Source: an optimization exercise on an open RTL-to-GDS flow (aim: small area, a short achievable clock period and few clock cycles per item). Production flows keep margins and buffers that such runs may drop. Only simulation tests tie the RTL to the original design; equivalence was not proved.

build 28:
==> flow/design.v (excerpt) <==
module dds_sine_sample_generator (
    input  logic                  clk,
    input  logic                  rst_n,
    input  logic                  in_valid,
    output logic                  in_ready,
    input  logic                  restart,
    output logic                  out_valid,
    input  logic                  out_ready,
    output dds_pkg::code_t        sample,
    input  logic                  cfg_valid,
    output logic                  cfg_ready,
    input  logic [1:0]            cfg_index,
    input  logic [31:0]           cfg_data
);
==> flow/config.mk <==
export PLATFORM = sky130hd
export DESIGN_NAME = dds_sine_sample_generator
export DESIGN_NICKNAME = dds_sine_sample_generator
export VERILOG_FILES = /design/flow/design.v
export SDC_FILE = /design/flow/constraint.sdc
export NUM_CORES = 4
export LEC_CHECK = 0
export CAP_MARGIN = 20
export CORE_MARGIN = 2
export CORE_UTILIZATION = 40
export SLEW_MARGIN = 20
==> flow/constraint.sdc <==
create_clock -name core_clock -period 11.0 [get_ports {clk}]
set_input_delay 2.2000 -clock core_clock [delete_from_list [all_inputs] [get_ports {clk}]]
set_output_delay 2.2000 -clock core_clock [all_outputs]
set_load 0.01 [all_outputs]
standard.sh (not shown) runs the stock make flow with config.mk's settings and CLKGATE_MAP_FILE= SYNTH_SCRIPT=/design/flow/synth_recipe.tcl, a recipe that flattens the netlist after the stock synthesis.
==> flow/flow/run.sh <==
#!/bin/bash
# The standard layout (the standard.sh) with changes to how it is made:
#  - after the standard synthesis, flow/fa_polarity.py removes inverter
#    pairs around full-adder cells (a full adder is self-dual, so an adder
#    whose inputs all arrive inverted can take the plain inputs and give
#    inverted outputs); the netlist's function and registers are unchanged;
#  - port buffers use a plain buffer cell instead of the delay cell the
#    resizer picks by default;
set -euo pipefail
run_std() {
  bash standard.sh \
  "SETUP_SLACK_MARGIN=7.6" \
  "CTS_CLUSTER_SIZE=24" \
  "CTS_CLUSTER_DIAMETER=60" \
  "CTS_BUF_LIST=sky130_fd_sc_hd__clkbuf_8" \
  "BUFFER_PORTS_ARGS=-buffer_cell sky130_fd_sc_hd__buf_2" \
  "$@"
}
run_std synth > standard_synth.log 2>&1
R=orfs/results/${FLOW_PLATFORM}/dds_sine_sample_generator/base
python3 flow/fa_polarity.py $R/1_2_yosys.v $R/1_2_yosys_pol.v > fa_polarity.log 2>&1
cp $R/1_2_yosys.v $R/1_2_yosys_orig.v
mv $R/1_2_yosys_pol.v $R/1_2_yosys.v
rm -f $R/1_synth.odb $R/1_synth.sdc
run_std finish > standard_flow.log 2>&1
Other scripts of this flow, unchanged in this note and not shown: flow/flow/fa_polarity.py
Testbench counts of build 28, summed over its fixed seeds: cycles 16,016, items 16,000.
diff inputs: build 28 => build 42
diff --git a/flow/flow/run.sh b/flow/flow/run.sh
--- a/flow/flow/run.sh
+++ b/flow/flow/run.sh
@@ -13,3 +13 @@
-  "CTS_CLUSTER_SIZE=24" \
-  "CTS_CLUSTER_DIAMETER=60" \
-  "CTS_BUF_LIST=sky130_fd_sc_hd__clkbuf_8" \
+  "CORE_UTILIZATION=55" \
Results
Between build 28 and build 42, the met3 demand-to-capacity share in global routing does not differ in any meaningful way.
Compared with build 28, build 42 shows number of tap instances that has gone down by more than a quarter.
Going from build 28 to build 42, fmax shrank by about 2.2%.
In the metrics for build 42 and build 28, the one carrying the higher worst hold slack is build 28.
#### Input delta (build 16 over build 42)
diff --git a/flow/flow/run.sh b/flow/flow/run.sh
--- a/flow/flow/run.sh
+++ b/flow/flow/run.sh
@@ -12,2 +12,4 @@
-  "SETUP_SLACK_MARGIN=7.6" \
-  "CORE_UTILIZATION=55" \
+  "SETUP_SLACK_MARGIN=7.65" \
+  "CTS_CLUSTER_SIZE=20" \
+  "CTS_CLUSTER_DIAMETER=60" \
+  "CTS_BUF_LIST=sky130_fd_sc_hd__clkbuf_8" \
--- outcome ---
- The run with more routed wire is build 42, not build 16.
- Changes observed in build 16 relative to build 42: non-clock buffer count in the final layout picked up an extra about 3%, via count lost 201, final area lost 1.0%.
- Build 16 ends up with higher fmax than build 42 does.
- The final reports for build 16 and build 42 show final critical delay including setup and external delays lower in the former.
- Compared to build 42, build 16 has met2 capacity usage during global routing 12 points lower.
#### Input delta (build 11 over build 16)
diff --git a/flow/flow/run.sh b/flow/flow/run.sh
--- a/flow/flow/run.sh
+++ b/flow/flow/run.sh
@@ -12 +12 @@
-  "SETUP_SLACK_MARGIN=7.65" \
+  "SETUP_SLACK_MARGIN=7.6" \
[summary]
- Side by side, post-layout worst setup margin turned out higher in build 11 than in build 16.
- Summary — worst setup slack for register-to-register paths, build 11 relative to build 16: higher, by 0.03 ns.
- Re die height: no difference whatsoever between build 16 and build 11.
- On via count, build 11 and build 16 are neck and neck.
Input-level comparison between build 23 and build 11:
diff --git a/flow/flow/run.sh b/flow/flow/run.sh
--- a/flow/flow/run.sh
+++ b/flow/flow/run.sh
@@ -13,3 +12,0 @@
-  "CTS_CLUSTER_SIZE=20" \
-  "CTS_CLUSTER_DIAMETER=60" \
-  "CTS_BUF_LIST=sky130_fd_sc_hd__clkbuf_8" \
## What came out
- As far as total inserted antenna cells goes, build 23 and build 11 are indistinguishable; the numbers are identical.
- Compared with build 11, build 23 has less setup slack.
- Compared with build 11, build 23 shows routed wire length per instance higher by about 0.8%.
--- input diff build 23..build 56 ---
diff --git a/flow/flow/run.sh b/flow/flow/run.sh
--- a/flow/flow/run.sh
+++ b/flow/flow/run.sh
@@ -12,0 +13,3 @@
+  "CTS_CLUSTER_SIZE=16" \
+  "CTS_CLUSTER_DIAMETER=50" \
+  "CTS_BUF_LIST=sky130_fd_sc_hd__clkbuf_8" \
Results
Build 56 finished all stages; the layout is clean.
Total wirelength of the detailed-routed design ended up about 0.44% higher on build 56 than on build 23.
Build 56 ends up with lower max-slew headroom at the worst pin than build 23 does.
Changes observed in build 56 relative to build 23: count of clock-buffer cells in the layout went down 1.
Area: build 56 vs build 23 -> build 56 smaller
Number of cells in the finished layout apart from fillers ended up about 0.6% higher on build 56 than on build 23.
On worst hold slack, build 56 and build 23 are neck and neck.
Delta (build 56 minus build 23): via count of the first global-routing pass neither gained nor lost much.

* * *

Setup of try-raven:
dds_sine_sample_generator again, from the RTL that the note above started with.
==> flow/config.mk <==
export PLATFORM = sky130hd
export DESIGN_NAME = dds_sine_sample_generator
export DESIGN_NICKNAME = dds_sine_sample_generator
export VERILOG_FILES = /design/flow/design.v
export SDC_FILE = /design/flow/constraint.sdc
export NUM_CORES = 4
export LEC_CHECK = 0
export CAP_MARGIN = 20
export CORE_MARGIN = 2
export CORE_UTILIZATION = 40
export SLEW_MARGIN = 20
==> flow/constraint.sdc <==
create_clock -name core_clock -period 11.0 [get_ports {clk}]
set_input_delay 2.2000 -clock core_clock [delete_from_list [all_inputs] [get_ports {clk}]]
set_output_delay 2.2000 -clock core_clock [all_outputs]
set_load 0.01 [all_outputs]
==> flow/flow/run.sh <==
#!/bin/bash
# The standard layout (the standard.sh) with changes to how it is made:
#  - after the standard synthesis, flow/fa_polarity.py removes inverter
#    pairs around full-adder cells (a full adder is self-dual, so an adder
#    whose inputs all arrive inverted can take the plain inputs and give
#    inverted outputs); the netlist's function and registers are unchanged;
#  - port buffers use a plain buffer cell instead of the delay cell the
#    resizer picks by default;
set -euo pipefail
run_std() {
  bash standard.sh \
  "SETUP_SLACK_MARGIN=7.7" \
  "CTS_CLUSTER_SIZE=20" \
  "CTS_CLUSTER_DIAMETER=60" \
  "BUFFER_PORTS_ARGS=-buffer_cell sky130_fd_sc_hd__buf_2" \
  "$@"
}
run_std synth > standard_synth.log 2>&1
R=orfs/results/${FLOW_PLATFORM}/dds_sine_sample_generator/base
python3 flow/fa_polarity.py $R/1_2_yosys.v $R/1_2_yosys_pol.v > fa_polarity.log 2>&1
cp $R/1_2_yosys.v $R/1_2_yosys_orig.v
mv $R/1_2_yosys_pol.v $R/1_2_yosys.v
rm -f $R/1_synth.odb $R/1_synth.sdc
run_std finish > standard_flow.log 2>&1
Other scripts of this flow, unchanged in this note and not shown: flow/flow/fa_polarity.py
Testbench counts of try-raven, summed over its fixed seeds: cycles 16,016, items 16,000.
--- input diff try-raven..try-maple ---
--- a/flow/flow/run.sh
+++ b/flow/flow/run.sh
@@ -12,3 +12,3 @@
-  "SETUP_SLACK_MARGIN=7.7" \
-  "CTS_CLUSTER_SIZE=20" \
-  "CTS_CLUSTER_DIAMETER=60" \
+  "SETUP_SLACK_MARGIN=7.6" \
+  "CTS_CLUSTER_SIZE=30" \
+  "CTS_CLUSTER_DIAMETER=80" \
--- outcome ---
From try-raven to try-maple the numbers moved as follows: final non-filler cell area decreased by 490 um2 relative to the old numbers; total CTS buffers lower. try-maple ends up with a smallest hold slack that is 9.3 ps higher than in try-raven. Taking try-raven as the reference, in try-maple total wire length after detailed routing shrank by 1.7%.
The following lists how try-zinc was set up differently from try-maple:
--- a/flow/flow/run.sh
+++ b/flow/flow/run.sh
@@ -12,3 +12 @@
-  "SETUP_SLACK_MARGIN=7.6" \
-  "CTS_CLUSTER_SIZE=30" \
-  "CTS_CLUSTER_DIAMETER=80" \
+  "SETUP_SLACK_MARGIN=7.4" \
try-zinc ran to completion and came out clean on the timing, DRC and antenna checks. Row shortest clock period the worst path allows after layout: try-zinc higher / try-maple lower. Going from try-maple to try-zinc, the data required time of the worst path was found to have gone up by 30 ps. The run showing the smaller worst hold slack is try-zinc.
Input-level comparison between try-nickel and try-zinc:
--- a/flow/flow/run.sh
+++ b/flow/flow/run.sh
@@ -12 +12,3 @@
-  "SETUP_SLACK_MARGIN=7.4" \
+  "SETUP_SLACK_MARGIN=7.6" \
+  "CTS_CLUSTER_SIZE=16" \
+  "CTS_CLUSTER_DIAMETER=50" \
Results
From try-zinc to try-nickel the numbers moved as follows: final-layout clock buffer total decreased 7; global-route wire length before repair increased about 2.3%; sequential share of layout area decreased 0.92 points; violation count after the first detailed-routing iteration increased 53; highest attainable clock frequency increased 4.6%. Compared with try-zinc, in try-nickel post-route fraction of the period consumed by the critical path went down 1.4 points, area growth from synthesis to final layout went up by 3.1 points, wire length went up by 1.1 mm, final cell count went up. try-nickel vs try-zinc: estimated wirelength of the detail-placed design down slightly.

==> separate check: timing with driven ports <==
In the flow no input, the clock included, has a driving cell. The finished layouts below were timed again as built, in two steps. Step 1 (the two cells are an assumption about what drives the block):
set clk [get_ports {clk}]
set_driving_cell -lib_cell sky130_fd_sc_hd__clkbuf_16 $clk
set_driving_cell -lib_cell sky130_fd_sc_hd__buf_2 [delete_from_list [all_inputs] $clk]
Step 2 times the ports against the registers' clock, not the clock port: input delays grow and output delays shrink by t, the midpoint of the rising clock arrivals with the driver on. Slacks: ideal ports / drivers / drivers and shift; pairs: ideal ports / drivers.
| run | t (ns) | slack for setup (ns) | worst slew at a driven data input, ns |
|---|---|---|---|
| build 28 | 0.626 | 7.684 / 7.639 / 7.125 | 0.06 |
| build 42 | 0.573 | 7.609 / 7.609 / 7.334 | 0.06 |
| build 16 | 0.613 | 7.650 / 7.650 / 7.251 | 0.06 |
| build 11 | 0.626 | 7.684 / 7.639 / 7.125 | 0.06 |
| build 23 | 0.595 | 7.608 / 7.608 / 7.283 | 0.06 |
| build 56 | 0.649 | 7.653 / 7.601 / 7.109 | 0.06 |
| try-raven | 0.585 | 7.604 / 7.604 / 7.435 | 0.07 |
| try-maple | 0.548 | 7.604 / 7.604 / 7.334 | 0.06 |
| try-zinc | 0.594 | 7.481 / 7.481 / 7.344 | 0.06 |
| try-nickel | 0.611 | 7.636 / 7.636 / 7.133 | 0.06 |
After both steps every run listed still meets setup and hold.
